This is an optimization exercise on Yosys and OpenROAD, whose aim is small area, a short achievable clock period and few clock cycles per item, not a production implementation.
Only simulation tests tie the RTL to the original design; equivalence was not proved.
No activity file was given, so power comes from the tool's default toggle rates.

==> design/flow/design.v <==
package cle_pkg;
	typedef struct packed {
		logic       func;
		logic [7:0] key_code;
	} in_word_t;
	typedef struct packed {
		logic [7:0] char_out;
		logic       char_valid;
		logic       last;
		logic [7:0] cursor_char;
		logic       overflow;
	} out_word_t;
	localparam logic FUNC_KEY  = 1'b0;
	localparam logic FUNC_READ = 1'b1;
	localparam logic [7:0] KEY_LEFT  = 8'h3C;  
	localparam logic [7:0] KEY_RIGHT = 8'h3E;  
	localparam logic [7:0] KEY_DEL   = 8'h23;  
	localparam logic [7:0] KEY_BKSP  = 8'h40;  
	localparam logic [7:0] KEY_HOME  = 8'h5E;  
	localparam logic [7:0] KEY_END   = 8'h24;  
	localparam logic [7:0] AT_END_CH = 8'h30;  
endpackage
module cursor_line_editor_top #(
	parameter int LINE_CAPACITY = 64
) (
	input  logic        clk,
	input  logic        arst_n,
	input  logic        req_valid,
	output logic        req_stall,
	input  logic [8:0]  req_word,
	output logic        rsp_valid,
	input  logic        rsp_stall,
	output logic [18:0] rsp_word
);
	localparam int N  = LINE_CAPACITY;
	localparam int AW = $clog2(N);
	localparam int LW = $clog2(N + 1);
	localparam int DW = LW + 1;
	logic          hv_q;
	logic [7:0]    hkey_q;
	logic          h_read_q, h_left_q, h_right_q, h_del_q, h_bksp_q, h_home_q, h_end_q, h_ins_q;
	logic          sv_q;
	logic [8:0]    sw_q;
	logic [7:0]    cells [N];
	logic [LW-1:0] len_q;
	logic [LW-1:0] cur_q;
	logic          ovf_q;
	logic          at_end_q;    
	logic          at_zero_q;   
	logic          busy_q;      
	logic          first_q;     
	logic [AW-1:0] rd_q;        
	logic [LW-1:0] rem_q;       
	logic [DW-1:0] dif_q;       
	logic          lt_rd_q;     
	logic          le_rd_q;     
	logic          rsp_valid_q;
	logic [18:0]   rsp_q;
	logic full;
	assign full = len_q[LW-1];
	logic m_ins, m_del, m_bk, streaming, ok, ek, er, fire;
	assign m_ins     = h_ins_q && !full;
	assign m_del     = h_del_q && !at_end_q;
	assign m_bk      = h_bksp_q && !at_zero_q;
	assign streaming = busy_q && !first_q;
	assign ok        = (h_ins_q && (full || lt_rd_q)) ||
	                   (h_del_q && (at_end_q || lt_rd_q)) ||
	                   (h_bksp_q && (at_zero_q || le_rd_q)) ||
	                   h_left_q || h_right_q || h_home_q || h_end_q;
	assign ek        = hv_q && !h_read_q && (!busy_q || (streaming && ok));
	assign er        = hv_q && h_read_q && !busy_q;
	assign fire      = ek || er;
	logic [N:0] ge;
	always_comb begin
		for (int i = 0; i <= N; i++) ge[i] = (LW'(i) >= cur_q);
	end
	logic [N-1:0] p_l, p_k, p_r, s_l, s_k, s_r, s_h;
	always_comb begin
		for (int i = 0; i < N; i++) begin
			p_l[i] = m_ins && (i > 0) && ge[i > 0 ? i - 1 : 0];
			p_k[i] = m_ins && ge[i] && ((i == 0) || !ge[i > 0 ? i - 1 : 0]);
			p_r[i] = (m_del && ge[i]) || (m_bk && ge[i + 1]);
			s_l[i] = ek && p_l[i];
			s_k[i] = ek && p_k[i];
			s_r[i] = ek && p_r[i];
			s_h[i] = !ek || !(p_l[i] || p_k[i] || p_r[i]);
		end
	end
	always_ff @(posedge clk) begin
		for (int i = 0; i < N; i++) begin
			cells[i] <= ({8{s_l[i]}} & cells[i > 0 ? i - 1 : 0]) |
			            ({8{s_k[i]}} & hkey_q) |
			            ({8{s_r[i]}} & cells[i < N - 1 ? i + 1 : N - 1]) |
			            ({8{s_h[i]}} & cells[i]);
		end
	end
	logic mv_l, mv_r;
	assign mv_l = ek && h_left_q && !at_zero_q;
	assign mv_r = ek && h_right_q && !at_end_q;
	logic [LW-1:0] cur_m1, cur_p1, len_m1, len_p1, cur_n, len_n;
	logic          c_dn, c_up, c_end, c_keep, l_dn, l_up, l_keep;
	assign cur_m1 = cur_q - LW'(1);
	assign cur_p1 = cur_q + LW'(1);
	assign len_m1 = len_q - LW'(1);
	assign len_p1 = len_q + LW'(1);
	assign c_dn   = mv_l || (ek && m_bk);
	assign c_up   = mv_r || (ek && m_ins);
	assign c_end  = ek && h_end_q;
	assign c_keep = !(c_dn || c_up || c_end || (ek && h_home_q));
	assign l_dn   = ek && (m_del || m_bk);
	assign l_up   = ek && m_ins;
	assign l_keep = !(l_dn || l_up);
	assign cur_n  = ({LW{c_dn}} & cur_m1) | ({LW{c_up}} & cur_p1) | ({LW{c_end}} & len_q) |
	                ({LW{c_keep}} & cur_q);
	assign len_n  = ({LW{l_dn}} & len_m1) | ({LW{l_up}} & len_p1) | ({LW{l_keep}} & len_q);
	logic act, first, out_free, load, last, empty;
	logic [7:0] rdata, ch;
	assign out_free = !rsp_valid_q || !rsp_stall;
	assign act      = busy_q || er;
	assign first    = er || first_q;
	assign empty    = (len_q == '0);
	assign rdata    = cells[rd_q];
	assign ch       = first ? cells[0] : rdata;
	assign load     = act && out_free;
	assign last     = busy_q ? (rem_q == LW'(1)) : (len_q <= LW'(1));
	logic shift_up, shift_dn;
	assign shift_up = ek && m_ins;
	assign shift_dn = ek && (m_del || m_bk);
	logic busy_n, first_n, stream_n;
	assign busy_n   = act && !(load && last);
	assign first_n  = act && first && !load;
	assign stream_n = busy_n && !first_n;
	logic [AW-1:0] rd_n, rd_m1, rd_p1, rd_p2, rd_s0, rd_s1;
	logic [LW-1:0] rem_m1;
	assign rd_m1  = rd_q - AW'(1);
	assign rd_p1  = rd_q + AW'(1);
	assign rd_p2  = rd_q + AW'(2);
	assign rem_m1 = rem_q - LW'(1);
	logic r_cur, r_one, r_gen, r_0, r_m1, r_p1, r_p2, sh_none;
	assign sh_none = !shift_up && !shift_dn;
	assign r_cur   = !stream_n;
	assign r_one   = stream_n && first;
	assign r_gen   = stream_n && !first;
	assign r_0     = r_gen && ((load && shift_dn) || (!load && sh_none));
	assign r_p1    = r_gen && ((load && sh_none) || (!load && shift_up));
	assign r_p2    = r_gen && load && shift_up;
	assign r_m1    = r_gen && !load && shift_dn;
	assign rd_n    = ({AW{r_cur}} & cur_n[AW-1:0]) | ({AW{r_one}} & AW'(1)) | ({AW{r_0}} & rd_q) |
	                 ({AW{r_p1}} & rd_p1) | ({AW{r_p2}} & rd_p2) | ({AW{r_m1}} & rd_m1);
	logic b_m1, b_p1;
	assign b_m1 = (ek && m_del) || mv_r;
	assign b_p1 = mv_l;
	logic [DW-1:0] dif, dif_m1, dif_p1, dif_p2, dif_first, dif_home0, dif_home1, dif_end0,
	               dif_end1, dif_n;
	assign dif       = dif_q;
	assign dif_m1    = dif - DW'(1);
	assign dif_p1    = dif + DW'(1);
	assign dif_p2    = dif + DW'(2);
	assign dif_first = DW'(1) - {1'b0, cur_q};
	assign dif_home0 = {2'b0, rd_q};
	assign dif_home1 = {2'b0, rd_p1};
	assign dif_end0  = {2'b0, rd_q} - {1'b0, len_q};
	assign dif_end1  = {2'b0, rd_p1} - {1'b0, len_q};
	logic g_m2, g_m1, g_0, g_1, g_2;    
	assign g_m2 = !dif[DW-1] || (dif[DW-1:1] == '1);
	assign g_m1 = !dif[DW-1] || (dif == '1);
	assign g_0  = !dif[DW-1];
	assign g_1  = !dif[DW-1] && (dif[DW-2:0] != '0);
	assign g_2  = !dif[DW-1] && (dif[DW-2:1] != '0);
	logic lt_rd_n, le_rd_n, at_end_n, at_zero_n;
	logic a_is1, cur_is1, cur_le1, len_is0, rd_nz;
	assign a_is1   = (len_q == cur_q + LW'(1));
	assign cur_is1 = (cur_q == LW'(1));
	assign cur_le1 = (cur_q <= LW'(1));
	assign len_is0 = (len_q == '0);
	assign rd_nz   = (rd_q != '0);
	logic d_home, d_end, d_gen, d_0, d_m1, d_p1, d_p2, b_0;
	assign b_0    = !b_m1 && !b_p1;
	assign d_home = !first && ek && h_home_q;
	assign d_end  = !first && ek && h_end_q;
	assign d_gen  = !first && !(ek && (h_home_q || h_end_q));
	assign d_0    = d_gen && ((load && b_m1) || (!load && b_0));
	assign d_p1   = d_gen && ((load && b_0) || (!load && b_p1));
	assign d_p2   = d_gen && load && b_p1;
	assign d_m1   = d_gen && !load && b_m1;
	assign dif_n  = ({DW{first}} & dif_first) |
	                ({DW{d_home && !load}} & dif_home0) | ({DW{d_home && load}} & dif_home1) |
	                ({DW{d_end && !load}} & dif_end0) | ({DW{d_end && load}} & dif_end1) |
	                ({DW{d_0}} & dif) | ({DW{d_m1}} & dif_m1) | ({DW{d_p1}} & dif_p1) |
	                ({DW{d_p2}} & dif_p2);
	always_comb begin
		if (load) begin
			lt_rd_n = b_m1 ? g_1 : b_p1 ? g_m1 : g_0;
			le_rd_n = b_m1 ? g_0 : b_p1 ? g_m2 : g_m1;
		end else begin
			lt_rd_n = b_m1 ? g_2 : b_p1 ? g_0 : g_1;
			le_rd_n = b_m1 ? g_1 : b_p1 ? g_m1 : g_0;
		end
		if (ek && h_home_q) begin
			lt_rd_n = rd_nz || load;
			le_rd_n = 1'b1;
		end
		if (ek && h_end_q) begin
			lt_rd_n = 1'b0;
			le_rd_n = 1'b0;
		end
		if (first) begin
			lt_rd_n = at_zero_q;
			le_rd_n = cur_le1;
		end
		at_end_n  = at_end_q;
		at_zero_n = at_zero_q;
		if (ek) begin
			if (h_home_q) begin at_end_n = len_is0; at_zero_n = 1'b1; end
			if (h_end_q) begin at_end_n = 1'b1; at_zero_n = len_is0; end
			if (mv_l) begin at_end_n = 1'b0; at_zero_n = cur_is1; end
			if (mv_r) begin at_end_n = a_is1; at_zero_n = 1'b0; end
			if (m_del) at_end_n = a_is1;
			if (m_bk) at_zero_n = cur_is1;
			if (m_ins) at_zero_n = 1'b0;
		end
	end
	logic accept, take_s, take_in;
	logic [8:0] hw_n;
	assign accept    = req_valid && !sv_q;
	assign take_s    = sv_q && (!hv_q || fire);
	assign take_in   = accept && !sv_q && (!hv_q || fire);
	assign hw_n      = sv_q ? sw_q : req_word;
	assign req_stall = sv_q;
	assign rsp_valid = rsp_valid_q;
	assign rsp_word  = rsp_q;
	always_ff @(posedge clk or negedge arst_n) begin
		if (!arst_n) begin
			hv_q        <= 1'b0;
			sv_q        <= 1'b0;
			len_q       <= '0;
			cur_q       <= '0;
			ovf_q       <= 1'b0;
			at_end_q    <= 1'b1;
			at_zero_q   <= 1'b1;
			busy_q      <= 1'b0;
			first_q     <= 1'b0;
			rd_q        <= '0;
			rem_q       <= '0;
			dif_q       <= '0;
			lt_rd_q     <= 1'b0;
			le_rd_q     <= 1'b1;
			rsp_valid_q <= 1'b0;
		end else begin
			if (take_s || take_in) hv_q <= 1'b1;
			else if (fire) hv_q <= 1'b0;
			if (take_s) sv_q <= 1'b0;
			else if (accept && hv_q && !fire) sv_q <= 1'b1;
			if (load) rsp_valid_q <= 1'b1;
			else if (!rsp_stall) rsp_valid_q <= 1'b0;
			busy_q  <= busy_n;
			first_q <= first_n;
			rd_q    <= rd_n;
			if (act) rem_q <= ({LW{busy_q && load}} & rem_m1) | ({LW{busy_q && !load}} & rem_q) |
			                  ({LW{!busy_q && load}} & len_m1) |
			                  ({LW{!busy_q && !load}} & (empty ? LW'(1) : len_q));
			if (load && first) ovf_q <= 1'b0;
			if (ek && h_ins_q && full) ovf_q <= 1'b1;
			cur_q     <= cur_n;
			len_q     <= len_n;
			at_end_q  <= at_end_n;
			at_zero_q <= at_zero_n;
			dif_q     <= dif_n;
			lt_rd_q   <= lt_rd_n;
			le_rd_q   <= le_rd_n;
		end
	end
	always_ff @(posedge clk) begin
		if (accept && hv_q && !fire) sw_q <= req_word;
		if (take_s || take_in) begin
			hkey_q    <= hw_n[7:0];
			h_read_q  <= hw_n[8];
			h_left_q  <= !hw_n[8] && (hw_n[7:0] == cle_pkg::KEY_LEFT);
			h_right_q <= !hw_n[8] && (hw_n[7:0] == cle_pkg::KEY_RIGHT);
			h_del_q   <= !hw_n[8] && (hw_n[7:0] == cle_pkg::KEY_DEL);
			h_bksp_q  <= !hw_n[8] && (hw_n[7:0] == cle_pkg::KEY_BKSP);
			h_home_q  <= !hw_n[8] && (hw_n[7:0] == cle_pkg::KEY_HOME);
			h_end_q   <= !hw_n[8] && (hw_n[7:0] == cle_pkg::KEY_END);
			h_ins_q   <= !hw_n[8] &&
			             !((hw_n[7:0] == cle_pkg::KEY_LEFT) || (hw_n[7:0] == cle_pkg::KEY_RIGHT) ||
			               (hw_n[7:0] == cle_pkg::KEY_DEL) || (hw_n[7:0] == cle_pkg::KEY_BKSP) ||
			               (hw_n[7:0] == cle_pkg::KEY_HOME) || (hw_n[7:0] == cle_pkg::KEY_END));
		end
		if (load) begin
			rsp_q[18:11] <= empty ? 8'h00 : ch;
			rsp_q[10]    <= !empty;
			rsp_q[9]     <= last;
			if (first) begin
				rsp_q[8:1] <= at_end_q ? cle_pkg::AT_END_CH : rdata;
				rsp_q[0]   <= ovf_q;
			end
		end
	end
endmodule
==> design/flow/run.sh <==
#!/bin/bash
# synth_recipe.tcl (not shown) runs the flow's synth.tcl, then flattens the netlist and writes it again
# the make line also repeats each setting of config.mk as NAME=value (left out here)
make -C /OpenROAD-flow-scripts/flow DESIGN_CONFIG=/design/flow/config.mk WORK_HOME=/design/flow/orfs CLKGATE_MAP_FILE= SYNTH_SCRIPT=/design/flow/synth_recipe.tcl finish
==> design/flow/config.mk <==
export PLATFORM = sky130hd
export DESIGN_NAME = cursor_line_editor_top
export DESIGN_NICKNAME = cursor_line_editor_top
export VERILOG_FILES = /design/flow/design.v
export SDC_FILE = /design/flow/constraint.sdc
export NUM_CORES = 4
export LEC_CHECK = 0
export ABC_CLOCK_PERIOD_IN_PS = 3000
export CAP_MARGIN = 20
export CORE_MARGIN = 2
export CORE_UTILIZATION = 40
export PLACE_DENSITY = 0.6
export SETUP_SLACK_MARGIN = 1.3
export SLEW_MARGIN = 20
==> design/flow/constraint.sdc <==
create_clock -name core_clock -period 4.5 [get_ports {clk}]
set_input_delay 0.9000 -clock core_clock [delete_from_list [all_inputs] [get_ports {clk}]]
set_output_delay 0.9000 -clock core_clock [all_outputs]
set_load 0.01 [all_outputs]
==> flow_metrics.env, run 1 <==
export IMPL_status="finished clean"
export IMPL_ys_seq_area_frac=0.350
export IMPL_routed_via_density=7.40
export IMPL_dpl_cell_area_um2=39000
export IMPL_vias=44463
export IMPL_seqPwrFrac=0.304
export IMPL_synthFlopType="dfxtp_1"
export IMPL_start_kind="flop"
export IMPL_synth_fp_nets=4552
export IMPL_grt_util_all_layers=0.508
export IMPL_clockBufferDepth=3
export IMPL_ant_nets=0
export IMPL_rows=110
export IMPL_finalCoreUtilization=0.509
export IMPL_end_kind="flop"
export IMPL_synth_cell_types=112
export IMPL_drt_initial_drc_count=9042
export IMPL_power_density_nw_per_um2=935
export IMPL_cts_made_buffers=73
export IMPL_relSlewSlack=0.276
export IMPL_antenna_found_initial=40
export IMPL_num_io_pins=34
export IMPL_clk_pin_slew_ns=0.06
export IMPL_cpMostUsedCell="buf_6"
export IMPL_core_area_um2=90000
export IMPL_grt_pass1_wl_um=332000
export IMPL_place_detailed_hpwl_um=183000
export IMPL_worstPathMaxFanout=6
export IMPL_clock_skew_ns=0.0330
export IMPL_critical_path_top_delay_family="simple AND/OR/NAND/NOR gates"
export IMPL_cts_root_buf="clkbuf_16"
export IMPL_vdd_drop_max_uv=547
export IMPL_final_net_count=4813
export IMPL_fmax_ghz=0.288
export IMPL_setup_violations=0
export IMPL_die_h_um=305
export IMPL_slew_violations=0
export IMPL_finalCritPeriodShare=0.770
export IMPL_dr_pass1_iters=14
export IMPL_drt_wirelength_per_cell_um=41.3
export IMPL_syn_avg_cell_area_um2=8.08
export IMPL_portBuffers=33
export IMPL_initial_core_util=0.403
export IMPL_grt_overflow=0
export IMPL_synth_seq_cells=601
export IMPL_path_class="flop to flop"
export IMPL_power_leakage_nw=18.4
export IMPL_drv_cap=0
export IMPL_final_cell_mix="nand2_1 (828), dfxtp_1 (512), buf_4 (386)"
export IMPL_p_sw_frac=0.536
export IMPL_async_reset_ff_frac=0.0749
export IMPL_cp_data_required_time_ns=4.93
export IMPL_power_mw=42.9
export IMPL_clk_latency_ns=0.70
export IMPL_yosys_warnings=2
export IMPL_final_area_um2=45800
export IMPL_nFillCells=8646
export IMPL_final_common_cell="nand2_1"
export IMPL_pwr_share_comb=0.548
export IMPL_worstMarginPinSlew_ns=1.09
export IMPL_critPathMaxStageDelay_ns=0.61
export IMPL_p_int_mw=19.9
export IMPL_slowest_stage="nor4_4"
export IMPL_cts_sinks=601
export IMPL_synth_area_um2=36300
export IMPL_path_buf_inv=5
export IMPL_hold_class="input port to async pin"
export IMPL_hold_viol_final=0
export IMPL_drive_above_1_share=0.216
export IMPL_synth_edff_count=44
export IMPL_globalplace_congestion=1.14
export IMPL_p_switching_mw=23.0
export IMPL_grt_start_max_net_pins=65
export IMPL_rsz0062_at_grt="yes"
export IMPL_die_x_um=305
export IMPL_cp_data_arrival_time_ns=3.90
export IMPL_drc=0
export IMPL_path_cells="inv_4, ha_4, buf_6, and3b_4, buf_6, buf_6, a32o_2, a221oi_4, nand4_1, nor4_4, buf_4, a31oi_4, o21a_1"
export IMPL_grt_pass1_vias=38324
export IMPL_die_area_um2=93200
export IMPL_cts_tree="done"
export IMPL_synthCells=4496
export IMPL_p_clk_frac=0.149
export IMPL_routed_wirelength_um=248000
export IMPL_syn2layout_area_growth_pct=26.3
export IMPL_fin_crit_ns=3.47
export IMPL_h_tree_depth=3
-- sequential cells by signal, indices dropped and copies added (netlist names), 6 cells and up --
name and flops:
cells 512, rsp_q 19, sw_q 9, dif_q 8, hkey_q 8, cur_q 7
len_q 7, rem_q 7, rd_q 6
-- Yosys cell counts (55+ instances only) --
| cell | n | share of area |
|---|---|---|
| clkbuf_1 | 215 | 0.022 |
| and3_1 | 253 | 0.044 |
| a22o_1 | 70 | 0.017 |
| a22oi_1 | 158 | 0.033 |
| buf_2 | 68 | 0.0094 |
| nor3_1 | 79 | 0.011 |
| a2111oi_0 | 66 | 0.016 |
| nand2_1 | 837 | 0.087 |
| o221ai_1 | 55 | 0.013 |
| a222oi_1 | 175 | 0.048 |
| nand3_1 | 225 | 0.031 |
| inv_1 | 90 | 0.0093 |
| a221o_1 | 134 | 0.037 |
| o21ai_0 | 107 | 0.015 |
| o211ai_1 | 75 | 0.016 |
| a21oi_1 | 245 | 0.034 |
| dfxtp_1 | 512 | 0.28 |
| nor2_1 | 251 | 0.026 |
-- path summary, 6_finish.rpt --
kind	to	slack, ns	depth (start not counted)	from
worst max-delay path	rsp_q[14]	1.03	13	rd_q[1]
worst min-delay path	hv_q	0.33	2	arst_n
worst max register to register	rsp_q[14]	1.03	13	rd_q[1]
worst min register to register	rsp_q[0]	0.45	0	ovf_q
max in group asynchronous	rd_q[4]	3.63	2	arst_n
min in group core_clock	rsp_q[0]	0.45	0	ovf_q
-- cell type report --
cell class,instances,area (um2),share of cell area
diodes,16,40.0,0.000873
clock inverters,24,265,0.00579
multi-input cells,3471,23900,0.521
flip-flops and latches,601,12700,0.277
well taps,1176,1470,0.0321
clock buffers,109,2270,0.0496
inverters,93,359,0.00783
repair buffers,517,4820,0.105
-- cell families (layout without fill, tap and decap cells) --
family,Yosys count,count (layout),synth area share
flops,601,601,0.350
compound gates,1421,1423,0.307
simple gates,1916,1923,0.254
buf+inv,433,743,0.0526
mux,37,37,0.0106
fa+ha+maj,43,43,0.0152
other cells,0,16,0
xor+xnor,45,45,0.0109
-- timing repair --
| item | in CTS | in global routing |
|---|---|---|
| gates resized for setup | 366 | 188 |
| endpoints found under the setup margin | 548 | 422 |
| setup buffers | 126 | 58 |
| cloned | 11 | 8 |
| pin swaps | 67 | 52 |
| hold buffers | 0 | 0 |
-- power groups by stage --
stage / Combinational, mW / Clock, mW / Sequential [mW]
floorplan: 12.0 / 0 / 9.23
detailed placement: 18.7 / 0 / 12.5
CTS: 20.9 / 6.35 / 12.5
global placement: 18.6 / 0 / 12.5
global route: 24.0 / 6.54 / 12.8
finish: 23.5 / 6.37 / 13.0
-- per-stage QoR --
stage / cells / setup WS, ns / TNS (ns) / hold WS, ns
global placement: 5655 / -0.122 / -0.157 / 0.434
global route: 5994 / 1.10 / 0 / 0.381
detailed placement: 5655 / -0.167 / -0.235 / 0.447
finish: 6007 / 1.03 / 0 / 0.333
CTS: 5925 / 1.07 / 0 / 0.353
floorplan: 4496 / 1.31 / 0 / 0.419
-- metal layers --
layer	GRT usage	wire length, um
met5	0	547
met4	0.375	24500
met3	0.191	36400
met2	0.692	95100
met1	0.649	91600
Testbench counts, summed over its fixed seeds: cycles 46,842, items 12,000.
==> run 2: changes to the inputs <==
--- a/design/flow/design.v
+++ b/design/flow/design.v
@@ -52,2 +52,4 @@
 	logic [AW-1:0] rd_q;        
+	logic [7:0]    rdh_q;       
+	logic [7:0]    rdl_q;       
 	logic [LW-1:0] rem_q;       
@@ -121,3 +123,7 @@
 	assign empty    = (len_q == '0);
-	assign rdata    = cells[rd_q];
+	always_comb begin
+		rdata = '0;
+		for (int i = 0; i < N; i++)
+			rdata = rdata | ({8{rdh_q[i / 8] && rdl_q[i % 8]}} & cells[i]);
+	end
 	assign ch       = first ? cells[0] : rdata;
@@ -226,3 +232,3 @@
 	assign take_s    = sv_q && (!hv_q || fire);
-	assign take_in   = accept && !sv_q && (!hv_q || fire);
+	assign take_in   = accept && (!hv_q || fire);
 	assign hw_n      = sv_q ? sw_q : req_word;
@@ -243,2 +249,4 @@
 			rd_q        <= '0;
+			rdh_q       <= 8'd1;
+			rdl_q       <= 8'd1;
 			rem_q       <= '0;
@@ -258,2 +266,4 @@
 			rd_q    <= rd_n;
+			rdh_q   <= 8'd1 << rd_n[5:3];
+			rdl_q   <= 8'd1 << rd_n[2:0];
 			if (act) rem_q <= ({LW{busy_q && load}} & rem_m1) | ({LW{busy_q && !load}} & rem_q) |
--- a/design/flow/config.mk
+++ b/design/flow/config.mk
@@ -12,3 +12,4 @@
 export PLACE_DENSITY = 0.6
-export SETUP_SLACK_MARGIN = 1.3
+export SETUP_SLACK_MARGIN = 1.6
 export SLEW_MARGIN = 20
+export TNS_END_PERCENT = 5
==> run 2 against run 1 <==
- first-iteration DRC count shrank 12%
- worst hold slack gained 0.027 ns
- final cell count shrank 8.2%
- sequential cell count grew 16
- power shrank 18%
- critical path type unchanged
==> flow_metrics.env, run 2 <==
export IMPL_h_tree_depth=3
export IMPL_place_detailed_hpwl_um=159000
export IMPL_grt_start_max_net_pins=49
export IMPL_finalCritPeriodShare=0.717
export IMPL_synth_most_common_cell="dfxtp_1"
export IMPL_cts_hold_buf=0
export IMPL_synthCells=4181
export IMPL_core_area_um2=90300
export IMPL_syn_avg_cell_area_um2=8.73
export IMPL_synth_cell_types=124
export IMPL_fin_crit_ns=3.23
export IMPL_power_mw=35.1
export IMPL_cp_data_required_time_ns=4.89
export IMPL_drv_cap=0
export IMPL_routed_via_density=7.39
export IMPL_drt_initial_drc_count=7933
export IMPL_clockBufferDepth=3
export IMPL_yosysTopAreaCell="dfxtp_1"
export IMPL_worstMarginPinSlew_ns=1.29
export IMPL_dr_pass1_iters=11
export IMPL_regMostFlops="cells"
export IMPL_antenna_found_initial=15
export IMPL_final_cell_mix="dfxtp_1 (512), nand2_1 (487), a22oi_1 (319)"
export IMPL_num_io_pins=34
export IMPL_synthFlopType="dfxtp_1"
export IMPL_rsz0062_at_grt="yes"
export IMPL_place_ws_ns=0.486
export IMPL_drt_wirelength_per_cell_um=39.2
export IMPL_setup_violations=0
export IMPL_power_leakage_nw=15.1
export IMPL_yosys_warnings=2
export IMPL_synth_commonest_cells="dfxtp_1 (512), nand2_1 (492), a22oi_1 (325)"
export IMPL_synth_fp_nets=4235
export IMPL_finalCoreUtilization=0.477
export IMPL_relSlewSlack=0.142
export IMPL_cts_made_buffers=74
export IMPL_drive_above_1_share=0.174
export IMPL_fin_hold_ws_ns=0.360
export IMPL_start_kind="flop"
export IMPL_rows=110
export IMPL_globalplace_congestion=1.10
export IMPL_clock_skew_ns=0.0275
export IMPL_cts_tree="done"
export IMPL_ff2ff_setup_slack_ns=1.27
export IMPL_cp_data_arrival_time_ns=3.62
export IMPL_syn2layout_area_growth_pct=18.0
export IMPL_vias=40736
export IMPL_async_reset_ff_frac=0.0989
export IMPL_cts_root_buf="clkbuf_16"
export IMPL_clk_latency_ns=0.68
export IMPL_final_net_count=4322
export IMPL_dpl_cell_area_um2=38500
export IMPL_timing_final_ws_setup_ns=1.27
export IMPL_synth_edff_count=44
export IMPL_worstPathMaxFanout=9
export IMPL_end_kind="flop"
export IMPL_grt_pass1_vias=36677
export IMPL_grt_util_all_layers=0.443
export IMPL_hold_class="input port to async pin"
export IMPL_status="finished clean"
export IMPL_power_density_nw_per_um2=816
export IMPL_top_regs="cells (512), rsp_q (19), sw_q (9)"
export IMPL_clk_pin_slew_ns=0.06
export IMPL_place_inst=5269
export IMPL_slew_violations=0
export IMPL_portBuffers=33
export IMPL_yosys_area_top_type_share=0.281
export IMPL_die_x_um=306
export IMPL_nFillCells=8814
export IMPL_fmax_ghz=0.310
export IMPL_grt_overflow=0
export IMPL_largest_register_ffs=512
export IMPL_synth_area_top_cells="dfxtp_1 (28%), a22oi_1 (6.7%), nand2_1 (5.1%)"
export IMPL_synth_seq_cells=617
export IMPL_r2r_start="rdl_q[2]"
export IMPL_die_h_um=306
export IMPL_hold_viol_final=0
export IMPL_initial_core_util=0.404
export IMPL_ant_nets=0
export IMPL_tns_ns=0
export IMPL_synth_area_um2=36500
export IMPL_fin_cells=5512
export IMPL_cts_sinks=617
export IMPL_vdd_drop_max_uv=519
export IMPL_routed_wirelength_um=216000
export IMPL_ys_seq_area_frac=0.359
export IMPL_die_area_um2=93700
export IMPL_r2r_end="rsp_q[11]"
export IMPL_final_common_cell="dfxtp_1"
export IMPL_drc=0
export IMPL_grt_pass1_wl_um=297000
export IMPL_path_class="flop to flop"
export IMPL_reg2reg_depth=7
export IMPL_final_area_um2=43100
==> run 2: cell types whose count changed after synthesis, sizes merged, moves of 104 or more <==
cell and change:
a21oi -121, a22o +105, a22oi +167, and3 -237, inv +104, nand2 -342
nor2 -117, o211ai +107
==> run 2: worst max path at each step <==
stage,from,endpoint,slack [ns],cells after the start
after detailed placement,cur_q[2],cells[48][6],0.49,10
after global placement,cur_q[0],cells[53][2],0.42,9
after CTS,cur_q[2],cells[9][1],1.27,11
final,rdl_q[2],rsp_q[11],1.27,7
after floorplan,busy_q,sw_q[0],1.66,7
after global routing,cur_q[2],cells[34][4],1.33,11
==> run 2: area by class of cell <==
| type | instances | area [um2] | share of cell area |
|---|---|---|---|
| clock buffers | 108 | 2180 | 0.0507 |
| well taps | 1176 | 1470 | 0.0342 |
| diodes | 9 | 22.5 | 0.000523 |
| repair inverters | 1 | 5.00 | 0.000116 |
| flip-flops and latches | 617 | 13200 | 0.305 |
| inverters | 198 | 758 | 0.0176 |
| clock inverters | 27 | 211 | 0.00491 |
| repair buffers | 350 | 3070 | 0.0713 |
| multi-input cells | 3026 | 22200 | 0.515 |
==> run 2: metal layers <==
layer | wire length (um) | share of wire | vias up | track usage
met3 | 28100 | 0.13 | 823 | 0.139
met2 | 86300 | 0.40 | 3207 | 0.630
met5 | 151 | 0.00070 | - | 0
met4 | 18700 | 0.086 | 10 | 0.285
li1 | - | - | 16715 | -
met1 | 82700 | 0.38 | 19981 | 0.578
==> run 2: logic make-up (layout without fill, tap and decap cells) <==
group / Yosys count / in the layout / synth area share
xor gates and xnor gates: 43 / 43 / 0.0103
buffers and inverters: 538 / 684 / 0.0625
DFF: 617 / 617 / 0.359
adders and majority gates: 41 / 41 / 0.0145
other: 0 / 9 / 0
AOI/OAI and AO/OA: 1670 / 1670 / 0.375
and+or+nand+nor: 1254 / 1254 / 0.174
muxes: 18 / 18 / 0.00518
==> run 2: where the power goes <==
part	switching, mW	internal [mW]	total [mW]
Clock	2.62	3.48	6.10
Sequential	4.81	7.80	12.6
Combinational	10.9	5.54	16.4
Total	18.3	16.8	35.1
==> run 2: what timing repair did <==
item	in CTS	in global routing
gates resized for setup	81	153
cloned	0	3
setup endpoints to repair	556	560
setup buffers	25	71
pin swaps	14	50
==> run 2: critical path, cell delays in order, from the launching register on <==
cell	delay [ns]
dfrtp_4	0.52
buf_8	0.18
buf_4	0.17
a222oi_1	1.07
o2111ai_4	0.27
nor4b_4	0.43
buf_4	0.21
a211oi_1	0.08
Testbench counts of run 2, summed over its fixed seeds: cycles 46,842, items 12,000.
==> run 3: changes to the inputs <==
--- a/design/flow/config.mk
+++ b/design/flow/config.mk
@@ -8,3 +8,3 @@
 export ABC_CLOCK_PERIOD_IN_PS = 3000
-export CAP_MARGIN = 20
+export CAP_MARGIN = 10
 export CORE_MARGIN = 2
@@ -13,3 +13,3 @@
 export SETUP_SLACK_MARGIN = 1.6
-export SLEW_MARGIN = 20
+export SLEW_MARGIN = 10
 export TNS_END_PERCENT = 5
==> run 3 against run 2 <==
- now fails the layout checks on capacitance limit, slew limit
- count of clock-buffer cells in the layout grew 2
- non-clock buffer count grew 1
- synthesized cell count is the same
- critical path type unchanged
==> flow_metrics.env, run 3 <==
export IMPL_synthCells=4181
export IMPL_syn_avg_cell_area_um2=8.73
export IMPL_yosysTopAreaCell="dfxtp_1"
export IMPL_antenna_found_initial=13
export IMPL_final_common_cell="dfxtp_1"
export IMPL_top_regs="cells (512), rsp_q (19), sw_q (9)"
export IMPL_r2r_start="rdl_q[6]"
export IMPL_synthFlopType="dfxtp_1"
export IMPL_worstMarginPinSlew_ns=1.52
export IMPL_final_cell_mix="dfxtp_1 (512), nand2_1 (486), a22oi_1 (319)"
export IMPL_ys_seq_area_frac=0.359
export IMPL_syn2layout_area_growth_pct=17.9
export IMPL_worstPathMaxFanout=22
export IMPL_p_sw_frac=0.520
export IMPL_grt_pass1_vias=36952
export IMPL_hold_class="input port to async pin"
export IMPL_h_tree_depth=3
export IMPL_cts_hold_buf=0
export IMPL_num_io_pins=34
export IMPL_setup_violations=0
export IMPL_grt_overflow=0
export IMPL_grt_util_all_layers=0.441
export IMPL_routed_via_density=7.37
export IMPL_drt_wirelength_per_cell_um=38.9
export IMPL_place_detailed_hpwl_um=159000
export IMPL_p_switching_mw=18.3
export IMPL_cts_made_buffers=75
export IMPL_globalplace_congestion=1.10
export IMPL_final_net_count=4324
export IMPL_clockBufferDepth=3
export IMPL_routed_wirelength_um=214000
export IMPL_cp_data_arrival_time_ns=3.65
export IMPL_hold_viol_final=0
export IMPL_p_clk_frac=0.176
export IMPL_start_kind="flop"
export IMPL_grt_busiest_layer="met2"
export IMPL_rsz0062_at_grt="yes"
export IMPL_grt_pass1_wl_um=296000
export IMPL_crit_path_start="rdl_q[6]"
export IMPL_gr_usage_met3=0.141
export IMPL_synth_most_common_cell="dfxtp_1"
export IMPL_drive_above_1_share=0.174
export IMPL_reg2reg_depth=7
export IMPL_die_h_um=306
export IMPL_clock_skew_ns=0.0331
export IMPL_vdd_drop_max_uv=540
export IMPL_yosys_area_top_type_share=0.281
export IMPL_portBuffers=33
export IMPL_async_reset_ff_frac=0.0989
export IMPL_drc=0
export IMPL_status="complete, but fails checks"
export IMPL_pwr_share_comb=0.465
export IMPL_met1_usage=0.568
export IMPL_vias=40600
export IMPL_met2_usage=0.625
export IMPL_synth_commonest_cells="dfxtp_1 (512), nand2_1 (492), a22oi_1 (325)"
export IMPL_cts_sinks=617
export IMPL_p_int_mw=16.8
export IMPL_end_kind="flop"
export IMPL_clk_pin_slew_ns=0.06
export IMPL_power_density_nw_per_um2=816
export IMPL_synth_area_top_cells="dfxtp_1 (28%), a22oi_1 (6.7%), nand2_1 (5.1%)"
export IMPL_fin_crit_ns=3.24
export IMPL_drt_initial_drc_count=7692
export IMPL_regMostFlops="cells"
export IMPL_path_class="flop to flop"
export IMPL_synth_cell_types=124
export IMPL_grt_start_max_net_pins=49
export IMPL_initial_core_util=0.404
export IMPL_fmax_ghz=0.309
export IMPL_yosys_warnings=2
export IMPL_die_area_um2=93700
export IMPL_ant_nets=0
export IMPL_nFillCells=8757
export IMPL_clk_latency_ns=0.68
export IMPL_seqPwrFrac=0.359
export IMPL_synth_edff_count=44
export IMPL_largest_register_ffs=512
export IMPL_finalCoreUtilization=0.476
export IMPL_so_faults="capacitance limit, slew limit"
export IMPL_core_area_um2=90300
export IMPL_power_leakage_nw=15.1
export IMPL_die_x_um=306
export IMPL_synth_seq_cells=617
export IMPL_cts_tree="done"
export IMPL_slew_violations=17
export IMPL_finalCritPeriodShare=0.720
export IMPL_synth_fp_nets=4235
export IMPL_cts_root_buf="clkbuf_16"
export IMPL_relSlewSlack=-0.0159
export IMPL_rows=110
export IMPL_synth_area_um2=36500
export IMPL_cp_data_required_time_ns=4.91
export IMPL_drv_cap=1
export IMPL_tns_ns=0
export IMPL_dr_pass1_iters=11
[run 3: worst max-delay path, stage by stage, from the launching register on]
cell and delay (ns):
dfrtp_2 0.73, nand3_1 0.39, nand4_1 0.27, a311oi_2 0.54
o2111ai_2 0.37, nor4b_4 0.36, buf_4 0.20, a211oi_1 0.07
[run 3: power by group through the flow]
stage | Clock, mW | Sequential [mW] | Combinational, mW
5_1_grt | 6.38 | 12.5 | 17.0
6_report | 6.16 | 12.6 | 16.3
2_1_floorplan | 0 | 9.30 | 9.51
3_3_place_gp | 0 | 12.3 | 14.1
3_5_place_dp | 0 | 12.3 | 14.2
4_1_cts | 6.16 | 12.2 | 14.7
[run 3: repair_timing]
action,4_1_cts,5_1_grt
endpoints found under the setup margin,556,563
resized for setup,76,171
buffers inserted,28,72
cloned,0,2
pin swaps,13,46
[run 3: layout make-up]
class,count,area (um2),share of cell area
tap,1176,1470,0.0342
multi-input combinational,3026,22200,0.516
antenna,5,12.5,0.000291
timing repair buffer,351,3040,0.0707
inverter,198,758,0.0176
clock buffer,110,2180,0.0507
timing repair inverter,1,5.00,0.000116
clock inverter,23,226,0.00526
sequential,617,13100,0.305
[run 3: kinds of logic after synthesis]
kind of cell | after synthesis | synth area share
AOI/OAI and AO/OA | 1670 | 0.375
and+or+nand+nor | 1254 | 0.174
DFF | 617 | 0.359
buffers and inverters | 538 | 0.0625
xor gates and xnor gates | 43 | 0.0103
adders and majority gates | 41 | 0.0145
muxes | 18 | 0.00518
[run 3: per-layer routing]
| layer | share of wire | wire (um) |
|---|---|---|
| met5 | 0.00049 | 104 |
| met4 | 0.087 | 18700 |
| met3 | 0.14 | 29000 |
| met2 | 0.40 | 85700 |
| met1 | 0.38 | 80900 |
[run 3: path summary, 6_finish.rpt]
| kind | endpoint | slack [ns] |
|---|---|---|
| worst max-delay path | rsp_q[11] | 1.26 |
| worst min-delay path | lt_rd_q | 0.35 |
| worst max register to register | rsp_q[11] | 1.26 |
| worst min register to register | cells[27][6] | 0.49 |
| max in group asynchronous | rdh_q[0] | 3.17 |
| min in group core_clock | cells[27][6] | 0.49 |
[run 3: through the flow]
step                power, mW  cell area, um2  std cells  hold slack, ns  worst slack (ns)
CTS                      33.0           41500       5428           0.347              1.23
global placement         26.4           38500       5267           0.463             0.415
finish                   35.1           43000       5507           0.346              1.26
floorplan                18.8           36500       4181           0.419              1.66
detailed placement       26.5           38500       5267           0.475             0.412
global route             35.8           43000       5503           0.398              1.43
==> run 4: changes to the inputs <==
--- a/design/flow/config.mk
+++ b/design/flow/config.mk
@@ -8,3 +8,3 @@
 export ABC_CLOCK_PERIOD_IN_PS = 3000
-export CAP_MARGIN = 10
+export CAP_MARGIN = 15
 export CORE_MARGIN = 2
@@ -13,3 +13,3 @@
 export SETUP_SLACK_MARGIN = 1.6
-export SLEW_MARGIN = 10
+export SLEW_MARGIN = 15
 export TNS_END_PERCENT = 5
==> run 4 against run 3 <==
- design area is 0.58% higher
- worst hold slack better by 0.0063 ns
- largest power group unchanged
- highest routed layer unchanged
- clock skew hardly changed
- via count is 0.47% higher
- die area stayed put
- sequential power hardly changed
- combinational power hardly changed
- final cell count is 0.27% higher
- global-route usage hardly changed
- utilization is 0.28 points higher
- sequential share of layout area is 0.15 points lower
- the run now finishes clean
==> flow_metrics.env, run 4 <==
export IMPL_num_io_pins=34
export IMPL_vias=40792
export IMPL_clk_pin_slew_ns=0.06
export IMPL_synth_area_mux_share=0.00518
export IMPL_grt_pass1_vias=36577
export IMPL_portBuffers=33
export IMPL_final_common_cell="dfxtp_1"
export IMPL_core_area_um2=90300
export IMPL_hold_class="input port to async pin"
export IMPL_synth_most_common_cell="dfxtp_1"
export IMPL_tns_ns=0
export IMPL_routed_via_density=7.39
export IMPL_fin_cells=5522
export IMPL_async_reset_ff_frac=0.0989
export IMPL_drt_initial_drc_count=7950
export IMPL_synth_xor_area_share=0.0103
export IMPL_cts_made_buffers=75
export IMPL_vdd_drop_max_uv=555
export IMPL_cp_data_arrival_time_ns=3.54
export IMPL_path_class="flop to flop"
export IMPL_grt_start_max_net_pins=49
export IMPL_regMostFlops="cells"
export IMPL_clockBufferDepth=3
export IMPL_p_sw_frac=0.520
export IMPL_synth_top_family_by_area="compound AO/OA/AOI/OAI gates"
export IMPL_syn_avg_cell_area_um2=8.73
export IMPL_finalCritPeriodShare=0.699
export IMPL_synthFlopType="dfxtp_1"
export IMPL_ys_seq_area_frac=0.359
export IMPL_setup_violations=0
export IMPL_ff2ff_setup_slack_ns=1.35
export IMPL_place_inst=5268
export IMPL_rows=110
export IMPL_seqPwrFrac=0.355
export IMPL_synthCells=4181
export IMPL_drv_cap=0
export IMPL_power_leakage_nw=15.1
export IMPL_slew_violations=0
export IMPL_clock_skew_ns=0.0328
export IMPL_drive_above_1_share=0.181
export IMPL_cp_data_required_time_ns=4.90
export IMPL_synthAdderAreaFrac=0.0145
export IMPL_critPathMaxStageDelay_ns=0.92
export IMPL_status="finished clean"
export IMPL_die_area_um2=93700
export IMPL_cpMostUsedCell="buf_4"
export IMPL_yosysTopAreaCell="dfxtp_1"
export IMPL_largest_register_ffs=512
export IMPL_globalplace_congestion=1.10
export IMPL_top_regs="cells (512), rsp_q (19), sw_q (9)"
export IMPL_rsz0062_at_grt="yes"
export IMPL_start_kind="flop"
export IMPL_worstMarginPinSlew_ns=1.21
export IMPL_cts_sinks=617
export IMPL_p_switching_mw=18.4
export IMPL_cts_tree="done"
export IMPL_final_net_count=4336
export IMPL_p_clk_frac=0.177
export IMPL_fmax_ghz=0.318
export IMPL_yosys_warnings=2
export IMPL_drc=0
export IMPL_path_cells="buf_6, buf_4, a222oi_1, o2111ai_2, nor4b_4, buf_4, a211oi_1"
export IMPL_power_mw=35.4
export IMPL_ant_nets=0
export IMPL_synth_fp_nets=4235
export IMPL_relSlewSlack=0.194
export IMPL_cts_root_buf="clkbuf_16"
export IMPL_place_ws_ns=0.423
export IMPL_power_density_nw_per_um2=818
export IMPL_p_int_mw=17.0
export IMPL_yosys_area_top_type_share=0.281
export IMPL_h_tree_depth=3
export IMPL_hold_viol_final=0
export IMPL_antenna_found_initial=20
export IMPL_grt_overflow=0
export IMPL_cts_hold_buf=0
export IMPL_syn2layout_area_growth_pct=18.6
export IMPL_dr_pass1_iters=11
export IMPL_end_kind="flop"
export IMPL_place_detailed_hpwl_um=159000
export IMPL_routed_wirelength_um=215000
export IMPL_timing_final_ws_setup_ns=1.35
export IMPL_final_cell_mix="dfxtp_1 (512), nand2_1 (486), a22oi_1 (319)"
export IMPL_critical_path_top_delay_family="compound AO/OA/AOI/OAI gates"
export IMPL_synth_commonest_cells="dfxtp_1 (512), nand2_1 (492), a22oi_1 (325)"
export IMPL_synth_compound_area_frac=0.375
export IMPL_crit_cells=7
export IMPL_clk_latency_ns=0.68
export IMPL_synth_edff_count=44
export IMPL_worstPathMaxFanout=9
export IMPL_synth_area_um2=36500
export IMPL_fin_crit_ns=3.15
export IMPL_synth_cell_types=124
export IMPL_initial_core_util=0.404
export IMPL_synth_area_top_cells="dfxtp_1 (28%), a22oi_1 (6.7%), nand2_1 (5.1%)"
export IMPL_path_buf_inv=3
export IMPL_drt_wirelength_per_cell_um=39.0
export IMPL_synth_simple_area_share=0.174
export IMPL_die_h_um=306
export IMPL_die_x_um=306
export IMPL_slowest_stage="a222oi_1"
export IMPL_reg2reg_depth=7
export IMPL_grt_util_all_layers=0.440
export IMPL_grt_pass1_wl_um=295000
export IMPL_pwr_share_comb=0.468
export IMPL_synth_seq_cells=617
## run 4: path summary, 6_finish.rpt
kind,endpoint,from
worst max-delay path,rsp_q[11],rdl_q[2]
worst min-delay path,rem_q[2],arst_n
worst max register to register,rsp_q[11],rdl_q[2]
worst min register to register,cells[2][4],cells[2][4]
max in group asynchronous,rdh_q[0],arst_n
min in group core_clock,cells[2][4],cells[2][4]
## run 4: layout make-up
type / instances / area, um2
well taps: 1176 / 1470
repair buffers: 362 / 3150
inverters: 198 / 766
repair inverters: 1 / 5.00
clock inverters: 22 / 218
flip-flops and latches: 617 / 13200
clock buffers: 113 / 2260
multi-input cells: 3027 / 22200
diodes: 6 / 15.0
fillers: 8628 / 47000
## run 4: through the flow
step	cell area (um2)	util	hold slack, ns
2_1_floorplan	36500	-	0.419
3_5_place_dp	38500	0.426	0.476
6_report	43300	0.479	0.353
4_1_cts	41600	0.461	0.357
3_3_place_gp	38500	0.426	0.463
5_1_grt	43300	0.479	0.404
## run 4: power groups by stage
stage | clock [mW] | sequential (mW) | combinational, mW
floorplan | 0 | 9.30 | 9.51
global placement | 0 | 12.3 | 14.1
detailed placement | 0 | 12.3 | 14.1
CTS | 6.25 | 12.2 | 14.6
global route | 6.47 | 12.4 | 17.2
finish | 6.26 | 12.6 | 16.6
## run 4: kinds of logic (layout without fill, tap and decap cells)
kind of cell | after synthesis | count (layout)
xor+xnor | 43 | 43
buf+inv | 538 | 696
fa+ha+maj | 41 | 41
simple gates | 1254 | 1254
other cells | 0 | 6
compound gates | 1670 | 1671
mux | 18 | 18
flops | 617 | 617
## run 4: worst register-to-register path, stage by stage (launching register included)
cell       delay, ns
dfrtp_4         0.58
buf_6           0.22
buf_4           0.18
a222oi_1        0.92
o2111ai_2       0.36
nor4b_4         0.35
buf_4           0.21
a211oi_1        0.07
## run 4: what timing repair did
action                     4_1_cts  5_1_grt
pin swaps                       14       56
gates cloned                     1        2
setup endpoints to repair      555      563
resized for setup               78      177
setup buffers                   23       86
## run 4: routing by layer
metal	routed length, um	up-vias	global-route usage
met4	18200	12	0.282
li1	-	16732	-
met5	64	-	0
met2	85500	3379	0.625
met1	82200	19851	0.576
met3	29200	818	0.138
==> run 5: changes to the inputs <==
--- a/design/flow/design.v
+++ b/design/flow/design.v
@@ -49,2 +49,5 @@
 	logic          at_zero_q;   
+	logic [8:0]    gth_q;
+	logic [8:0]    eqh_q;
+	logic [7:0]    gel_q;
 	logic          busy_q;      
@@ -76,3 +79,3 @@
 	always_comb begin
-		for (int i = 0; i <= N; i++) ge[i] = (LW'(i) >= cur_q);
+		for (int i = 0; i <= N; i++) ge[i] = gth_q[i / 8] || (eqh_q[i / 8] && gel_q[i % 8]);
 	end
@@ -243,2 +246,5 @@
 			cur_q       <= '0;
+			gth_q       <= 9'h1FE;
+			eqh_q       <= 9'h001;
+			gel_q       <= 8'hFF;
 			ovf_q       <= 1'b0;
@@ -274,2 +280,7 @@
 			cur_q     <= cur_n;
+			for (int a = 0; a < 9; a++) begin
+				gth_q[a] <= (4'(a) > cur_n[6:3]);
+				eqh_q[a] <= (4'(a) == cur_n[6:3]);
+			end
+			for (int b = 0; b < 8; b++) gel_q[b] <= (3'(b) >= cur_n[2:0]);
 			len_q     <= len_n;
--- a/design/flow/config.mk
+++ b/design/flow/config.mk
@@ -8,3 +8,3 @@
 export ABC_CLOCK_PERIOD_IN_PS = 3000
-export CAP_MARGIN = 15
+export CAP_MARGIN = 10
 export CORE_MARGIN = 2
@@ -13,3 +13,3 @@
 export SETUP_SLACK_MARGIN = 1.6
-export SLEW_MARGIN = 15
+export SLEW_MARGIN = 10
 export TNS_END_PERCENT = 5
==> run 5 against run 4 <==
- design area shrank 3.5%
- clock power grew 4.3%
- worst hold slack lost 0.046 ns
- clock skew grew 0.0042 ns
- largest power group unchanged
==> flow_metrics.env, run 5 <==
export IMPL_cp_data_required_time_ns=4.90
export IMPL_finalCoreUtilization=0.482
export IMPL_final_common_cell="nand2_1"
export IMPL_grt_start_max_net_pins=62
export IMPL_place_inst=5202
export IMPL_cp_data_arrival_time_ns=3.72
export IMPL_power_density_nw_per_um2=914
export IMPL_path_cells="buf_4, a222oi_1, o22ai_1, a211oi_2, nand4_1, nor3_1, buf_4, a211oi_1"
export IMPL_worstPathMaxFanout=28
export IMPL_fin_cells=5472
export IMPL_p_sw_frac=0.525
export IMPL_yosysTopAreaCell="dfxtp_1"
export IMPL_dr_pass1_iters=30
export IMPL_synth_edff_count=44
export IMPL_hold_class="input port to async pin"
export IMPL_yosys_warnings=2
export IMPL_critPathMaxStageDelay_ns=1.06
export IMPL_portBuffers=33
export IMPL_synth_most_common_cell="nand2_1"
export IMPL_end_kind="flop"
export IMPL_power_leakage_nw=15.7
export IMPL_top_regs="cells (512), rsp_q (19)"
export IMPL_r2r_end="rsp_q[11]"
export IMPL_rsz0062_at_grt="yes"
export IMPL_drv_cap=0
export IMPL_regMostFlops="cells"
export IMPL_synth_top_family_by_area="compound AO/OA/AOI/OAI gates"
export IMPL_hold_viol_final=0
export IMPL_fmax_ghz=0.301
export IMPL_ys_seq_area_frac=0.394
export IMPL_start_kind="flop"
export IMPL_critical_path_top_delay_family="compound AO/OA/AOI/OAI gates"
export IMPL_core_area_um2=86600
export IMPL_relSlewSlack=0.0692
export IMPL_yosys_area_top_type_share=0.294
export IMPL_power_mw=38.2
export IMPL_setup_violations=0
export IMPL_clock_skew_ns=0.0370
export IMPL_status="finished clean"
export IMPL_crit_path_start="rdl_q[2]"
export IMPL_drt_wirelength_per_cell_um=39.4
export IMPL_timing_final_ws_setup_ns=1.18
export IMPL_synth_area_mux_share=0.00538
export IMPL_synthFlopType="dfxtp_1"
export IMPL_cts_root_buf="clkbuf_16"
export IMPL_vias=40592
export IMPL_grt_overflow=0
export IMPL_fin_hold_ws_ns=0.307
export IMPL_cts_hold_buf=0
export IMPL_num_io_pins=34
export IMPL_final_cell_mix="nand2_1 (850), dfxtp_1 (512), a222oi_1 (328)"
export IMPL_synth_xor_area_share=0.0111
export IMPL_synth_simple_area_share=0.200
export IMPL_die_h_um=299
export IMPL_met1_length_um=79400
export IMPL_async_reset_ff_frac=0.133
export IMPL_synth_compound_area_frac=0.333
export IMPL_p_int_mw=18.1
export IMPL_p_clk_frac=0.171
export IMPL_synthAdderAreaFrac=0.0133
export IMPL_slew_violations=0
export IMPL_grt_pass1_vias=35670
export IMPL_die_x_um=299
export IMPL_final_area_um2=41700
export IMPL_synthCells=4168
export IMPL_pwr_share_comb=0.478
export IMPL_routed_via_density=7.42
export IMPL_largest_register_ffs=512
export IMPL_place_detailed_hpwl_um=156000
export IMPL_clk_latency_ns=0.68
export IMPL_dpl_cell_area_um2=36800
export IMPL_finalCritPeriodShare=0.737
export IMPL_seqPwrFrac=0.351
export IMPL_nFillCells=8412
export IMPL_path_buf_inv=2
export IMPL_tns_ns=0
export IMPL_syn_avg_cell_area_um2=8.37
export IMPL_clockBufferDepth=3
export IMPL_fin_crit_ns=3.32
export IMPL_path_class="flop to flop"
export IMPL_ff2ff_setup_slack_ns=1.18
export IMPL_endpoint="rsp_q[11]"
export IMPL_reg2reg_depth=8
export IMPL_cpMostUsedCell="buf_4"
export IMPL_worstMarginPinSlew_ns=1.39
export IMPL_globalplace_congestion=1.15
export IMPL_synth_cell_types=97
export IMPL_synth_area_um2=34900
export IMPL_ant_nets=0
export IMPL_cts_made_buffers=78
export IMPL_vdd_drop_max_uv=616
export IMPL_grt_pass1_wl_um=289000
export IMPL_cts_sinks=641
export IMPL_synth_area_top_cells="dfxtp_1 (29%), a222oi_1 (9.4%), nand2_1 (9.2%)"
export IMPL_p_switching_mw=20.0
export IMPL_final_net_count=4290
export IMPL_antenna_found_initial=14
export IMPL_drt_initial_drc_count=8609
export IMPL_crit_cells=8
export IMPL_h_tree_depth=3
export IMPL_drive_above_1_share=0.156
export IMPL_synth_commonest_cells="nand2_1 (855), dfxtp_1 (512), a222oi_1 (328)"
export IMPL_place_ws_ns=0.747
export IMPL_grt_util_all_layers=0.452
export IMPL_synth_fp_nets=4217
export IMPL_rows=108
export IMPL_synth_seq_cells=641
export IMPL_initial_core_util=0.403
export IMPL_highest_layer="met5"
export IMPL_die_area_um2=89600
export IMPL_clk_pin_slew_ns=0.06
export IMPL_slowest_stage="a222oi_1"
export IMPL_cts_tree="done"
export IMPL_r2r_start="rdl_q[2]"
export IMPL_routed_wirelength_um=216000
export IMPL_syn2layout_area_growth_pct=19.7
export IMPL_dr_wl_met2_um=86400
export IMPL_drc=0
export IMPL_dr_wl_met3_um=32000
## run 5: worst register-to-register path, stage by stage, from the launching register on
cell	delay, ns
dfrtp_1	0.37
buf_4	0.36
a222oi_1	1.07
o22ai_1	0.29
a211oi_2	0.32
nand4_1	0.14
nor3_1	0.21
buf_4	0.20
a211oi_1	0.10
## run 5: kinds of logic (layout without fill, tap and decap cells)
group / count (synthesis) / in the layout
simple gates: 1561 / 1562
compound gates: 1473 / 1475
flops: 641 / 641
buf+inv: 395 / 528
xor+xnor: 44 / 44
fa+ha+maj: 36 / 36
mux: 18 / 18
other cells: 0 / 13
## run 5: worst min-delay path by stage
stage                       from       end  slack [ns]
after floorplan            ovf_q  rsp_q[0]        0.42
after global placement     ovf_q  rsp_q[0]        0.44
after detailed placement   ovf_q  rsp_q[0]        0.44
after CTS                 arst_n  dif_q[2]        0.32
after global routing      arst_n  dif_q[2]        0.37
final                     arst_n  dif_q[2]        0.31
## run 5: cell type report
| class | count | area [um2] | area share |
|---|---|---|---|
| Clock inverter | 27 | 313 | 0.00749 |
| Inverter | 71 | 270 | 0.00647 |
| Multi-Input combinational cell | 3135 | 20600 | 0.493 |
| Sequential cell | 641 | 13800 | 0.330 |
| Timing Repair Buffer | 314 | 3060 | 0.0734 |
| Clock buffer | 116 | 2270 | 0.0543 |
| Antenna cell | 13 | 32.5 | 0.000779 |
| Tap cell | 1155 | 1450 | 0.0346 |
## run 5: timing repair
item | in CTS | in global routing
resized for setup | 74 | 165
buffers inserted | 10 | 93
cloned | 0 | 9
pin swaps | 5 | 67
endpoints found under the setup margin | 580 | 576
## run 5: power groups by stage
stage	logic, mW	clock network, mW	registers [mW]
final	18.2	6.53	13.4
after floorplan	10.0	0	9.70
after detailed placement	14.9	0	13.0
after global placement	14.8	0	13.0
after global routing	18.8	6.75	13.2
after CTS	15.3	6.52	12.9
## run 5: metal layers
layer / vias to the layer above / GRT usage
li1: 16468 / -
met1: 19700 / 0.584
met2: 3598 / 0.641
met3: 810 / 0.155
met4: 16 / 0.288
met5: - / 0.00952
Testbench counts of run 5, summed over its fixed seeds: cycles 46,842, items 12,000.
==> run 6: changes to the inputs <==
--- a/design/flow/design.v
+++ b/design/flow/design.v
@@ -41,4 +41,2 @@
 	logic          h_read_q, h_left_q, h_right_q, h_del_q, h_bksp_q, h_home_q, h_end_q, h_ins_q;
-	logic          sv_q;
-	logic [8:0]    sw_q;
 	logic [7:0]    cells [N];
@@ -231,9 +229,7 @@
 	end
-	logic accept, take_s, take_in;
+	logic       take_in;
 	logic [8:0] hw_n;
-	assign accept    = req_valid && !sv_q;
-	assign take_s    = sv_q && (!hv_q || fire);
-	assign take_in   = accept && (!hv_q || fire);
-	assign hw_n      = sv_q ? sw_q : req_word;
-	assign req_stall = sv_q;
+	assign req_stall = hv_q && !fire;
+	assign take_in   = req_valid && !req_stall;
+	assign hw_n      = req_word;
 	assign rsp_valid = rsp_valid_q;
@@ -243,3 +239,2 @@
 			hv_q        <= 1'b0;
-			sv_q        <= 1'b0;
 			len_q       <= '0;
@@ -263,6 +258,4 @@
 		end else begin
-			if (take_s || take_in) hv_q <= 1'b1;
+			if (take_in) hv_q <= 1'b1;
 			else if (fire) hv_q <= 1'b0;
-			if (take_s) sv_q <= 1'b0;
-			else if (accept && hv_q && !fire) sv_q <= 1'b1;
 			if (load) rsp_valid_q <= 1'b1;
@@ -294,4 +287,3 @@
 	always_ff @(posedge clk) begin
-		if (accept && hv_q && !fire) sw_q <= req_word;
-		if (take_s || take_in) begin
+		if (take_in) begin
 			hkey_q    <= hw_n[7:0];
==> run 6 against run 5 <==
- clock power shrank 7.5%
- synthesized cell count shrank 2.5%
- still clean
- sequential power grew 4%
- combinational power shrank 37%
- final cell count shrank 3.8%
- non-clock buffer count shrank 100
- worst setup slack gained 0.023 ns
- first-iteration DRC count shrank 1.1%
- utilization shrank 2.0 points
==> flow_metrics.env, run 6 <==
export IMPL_status="finished clean"
export IMPL_largest_register_ffs=512
export IMPL_synthFlopType="dfxtp_1"
export IMPL_seqPwrFrac=0.444
export IMPL_synth_area_um2=34200
export IMPL_vias=38973
export IMPL_core_area_um2=84900
export IMPL_async_reset_ff_frac=0.133
export IMPL_ant_nets=0
export IMPL_routed_wirelength_um=195000
export IMPL_place_detailed_hpwl_um=141000
export IMPL_finalCritPeriodShare=0.732
export IMPL_portBuffers=33
export IMPL_tns_ns=0
export IMPL_start_kind="flop"
export IMPL_hold_viol_final=0
export IMPL_yosys_area_top_type_share=0.300
export IMPL_fmax_ghz=0.304
export IMPL_initial_core_util=0.402
export IMPL_die_area_um2=87800
export IMPL_cts_tree="done"
export IMPL_p_clk_frac=0.191
export IMPL_p_switching_mw=15.9
export IMPL_synth_area_top_cells="dfxtp_1 (30%), a222oi_1 (10%), nand2_1 (9.1%)"
export IMPL_grt_overflow=0
export IMPL_rsz0062_at_grt="yes"
export IMPL_synth_edff_count=35
export IMPL_fin_crit_ns=3.29
export IMPL_die_h_um=296
export IMPL_relSlewSlack=0.0540
export IMPL_yosysTopAreaCell="dfxtp_1"
export IMPL_power_density_nw_per_um2=806
export IMPL_worstMarginPinSlew_ns=1.42
export IMPL_cp_data_required_time_ns=4.98
export IMPL_drv_cap=0
export IMPL_grt_util_all_layers=0.429
export IMPL_regMostFlops="cells"
export IMPL_power_leakage_nw=14.7
export IMPL_clockBufferDepth=3
export IMPL_routed_via_density=7.41
export IMPL_drt_wirelength_per_cell_um=37.0
export IMPL_grt_pass1_vias=34747
export IMPL_num_io_pins=34
export IMPL_worstPathMaxFanout=13
export IMPL_clk_latency_ns=0.65
export IMPL_power_mw=31.6
export IMPL_slew_violations=0
export IMPL_syn2layout_area_growth_pct=14.7
export IMPL_cts_made_buffers=74
export IMPL_clk_pin_slew_ns=0.07
export IMPL_synthCells=4064
export IMPL_pwr_share_comb=0.365
export IMPL_cts_root_buf="clkbuf_16"
export IMPL_ys_seq_area_frac=0.393
export IMPL_final_cell_mix="nand2_1 (829), dfxtp_1 (512), a222oi_1 (352)"
export IMPL_cp_data_arrival_time_ns=3.77
export IMPL_rows=107
export IMPL_drt_initial_drc_count=8512
export IMPL_die_x_um=296
export IMPL_vdd_drop_max_uv=383
export IMPL_final_common_cell="nand2_1"
export IMPL_fin_hold_ws_ns=0.310
export IMPL_globalplace_congestion=1.16
export IMPL_end_kind="flop"
export IMPL_cts_sinks=631
export IMPL_antenna_found_initial=20
export IMPL_setup_violations=0
export IMPL_final_net_count=4102
export IMPL_top_regs="cells (512), rsp_q (19), eqh_q (9)"
export IMPL_cts_hold_buf=0
export IMPL_hold_class="input port to async pin"
export IMPL_fin_cells=5262
export IMPL_synth_cell_types=95
export IMPL_grt_pass1_wl_um=270000
export IMPL_synth_commonest_cells="nand2_1 (830), dfxtp_1 (512), a222oi_1 (352)"
export IMPL_yosys_warnings=2
export IMPL_synth_seq_cells=631
export IMPL_syn_avg_cell_area_um2=8.41
export IMPL_drc=0
export IMPL_p_sw_frac=0.505
export IMPL_clock_skew_ns=0.0326
export IMPL_synth_most_common_cell="nand2_1"
export IMPL_drive_above_1_share=0.125
export IMPL_h_tree_depth=3
export IMPL_synth_fp_nets=4113
export IMPL_grt_start_max_net_pins=52
export IMPL_place_inst=5089
export IMPL_path_class="flop to flop"
export IMPL_p_int_mw=15.6
export IMPL_dr_pass1_iters=14
run 6: changes by cell type after synthesis, moves of 16 or more:
cell / delta
o21ai_0: -23
nor2_1: +50
nand2_1: -25
a22o_1: +19
nand3_1: -71
a221o_1: -29
a222oi_1: +24
a21oi_1: -70
buf_2: -16
inv_1: +28
o211ai_1: +30
run 6: path summary, 6_finish.rpt:
kind | startpoint | end | slack [ns] | cells after the start
max reg2reg | rdh_q[0] | rsp_q[16] | 1.21 | 7
max | rdh_q[0] | rsp_q[16] | 1.21 | 7
min in group core_clock | cells[22][2] | cells[22][2] | 0.49 | 2
max in group asynchronous | arst_n | rdl_q[5] | 3.19 | 2
min | arst_n | dif_q[3] | 0.31 | 1
min reg2reg | cells[22][2] | cells[22][2] | 0.49 | 2
run 6: timing repair:
| action | CTS | global route |
|---|---|---|
| gates cloned | 0 | 2 |
| pin swaps | 8 | 10 |
| setup endpoints to repair | 576 | 578 |
| setup buffers | 19 | 10 |
| hold endpoints to repair | 0 | 0 |
| gates resized for setup | 77 | 87 |
run 6: cell families after synthesis:
kind of cell    after synthesis  synth area share
compound gates             1413             0.332
buf+inv                     401            0.0464
simple gates               1515             0.197
flops                       631             0.393
xor+xnor                     47            0.0120
fa+ha+maj                    36            0.0136
mux                          21           0.00619
run 6: area by class of cell:
type                    instances  area [um2]
well taps                    1144        1430
multi-input cells            3033       19800
repair buffers                214        1760
clock inverters                21         231
fillers                      8357       45700
diodes                         12        30.0
flip-flops and latches        631       13500
clock buffers                 108        2110
inverters                      99         375
run 6: power groups by stage:
| stage | sequential [mW] | clock [mW] | combinational (mW) |
|---|---|---|---|
| CTS | 13.4 | 6.04 | 10.7 |
| global placement | 13.5 | 0 | 10.4 |
| detailed placement | 13.4 | 0 | 10.5 |
| global route | 13.8 | 6.25 | 12.1 |
| finish | 14.0 | 6.04 | 11.5 |
| floorplan | 9.73 | 0 | 7.63 |
run 6: worst max-delay path, cell delays in order, from the launching register on:
cell and delay [ns]:
dfstp_2 0.90, clkinv_1 0.68, a21oi_1 0.74, a2111oi_0 0.17
nand4_1 0.15, nor4_1 0.06, buf_4 0.19, a211oi_1 0.22
run 6: metal layers:
metal | vias to the layer above | global-route usage | wire [um]
met5 | - | 0 | 175
met3 | 863 | 0.151 | 28400
li1 | 15907 | - | -
met4 | 20 | 0.314 | 17400
met2 | 3399 | 0.600 | 78100
met1 | 18784 | 0.544 | 70600
run 6: through the flow:
step | utilization | instance area (um2) | worst slack [ns]
after detailed placement | 0.423 | 35900 | 0.951
after floorplan | - | 34200 | 1.68
after CTS | 0.456 | 38700 | 1.36
after global routing | 0.461 | 39100 | 1.34
after global placement | 0.423 | 35900 | 0.996
final | 0.462 | 39200 | 1.21
Testbench counts of run 6, summed over its fixed seeds: cycles 46,842, items 12,000.

==> re-timing with driven ports <==
The flow's constraints put no driver on any port. The routed layouts listed below were extracted and timed again, unchanged, in two steps. Step 1, drivers: a clkbuf_16 drives clk and a buf_2 each remaining input, both assumed. Step 2 moves the port delays by t, midway between the first and last clock arrival at a register: inputs arrive t later, outputs are due t later. That takes back most of the time a late clock gives input paths. a / b / c = no drivers / after step 1 / after step 2; a / b = the first two.
run | t (ns) | slack for setup (ns) | worst slew at a driven data input, ns
run 1 | 0.763 | 1.033 / 1.033 / 0.985 | 0.04
run 2 | 0.734 | 1.274 / 1.274 / 1.161 | 0.03
run 3 | 0.736 | 1.260 / 1.260 / 1.161 | 0.03
run 4 | 0.740 | 1.354 / 1.354 / 1.135 | 0.03
run 5 | 0.738 | 1.183 / 1.183 / 0.871 | 0.05
run 6 | 0.708 | 1.206 / 1.206 / 0.875 | 0.05
The setup slack of run 6, which loses most, moves by 0.000 ns with the drivers and by -0.331 ns with both steps.
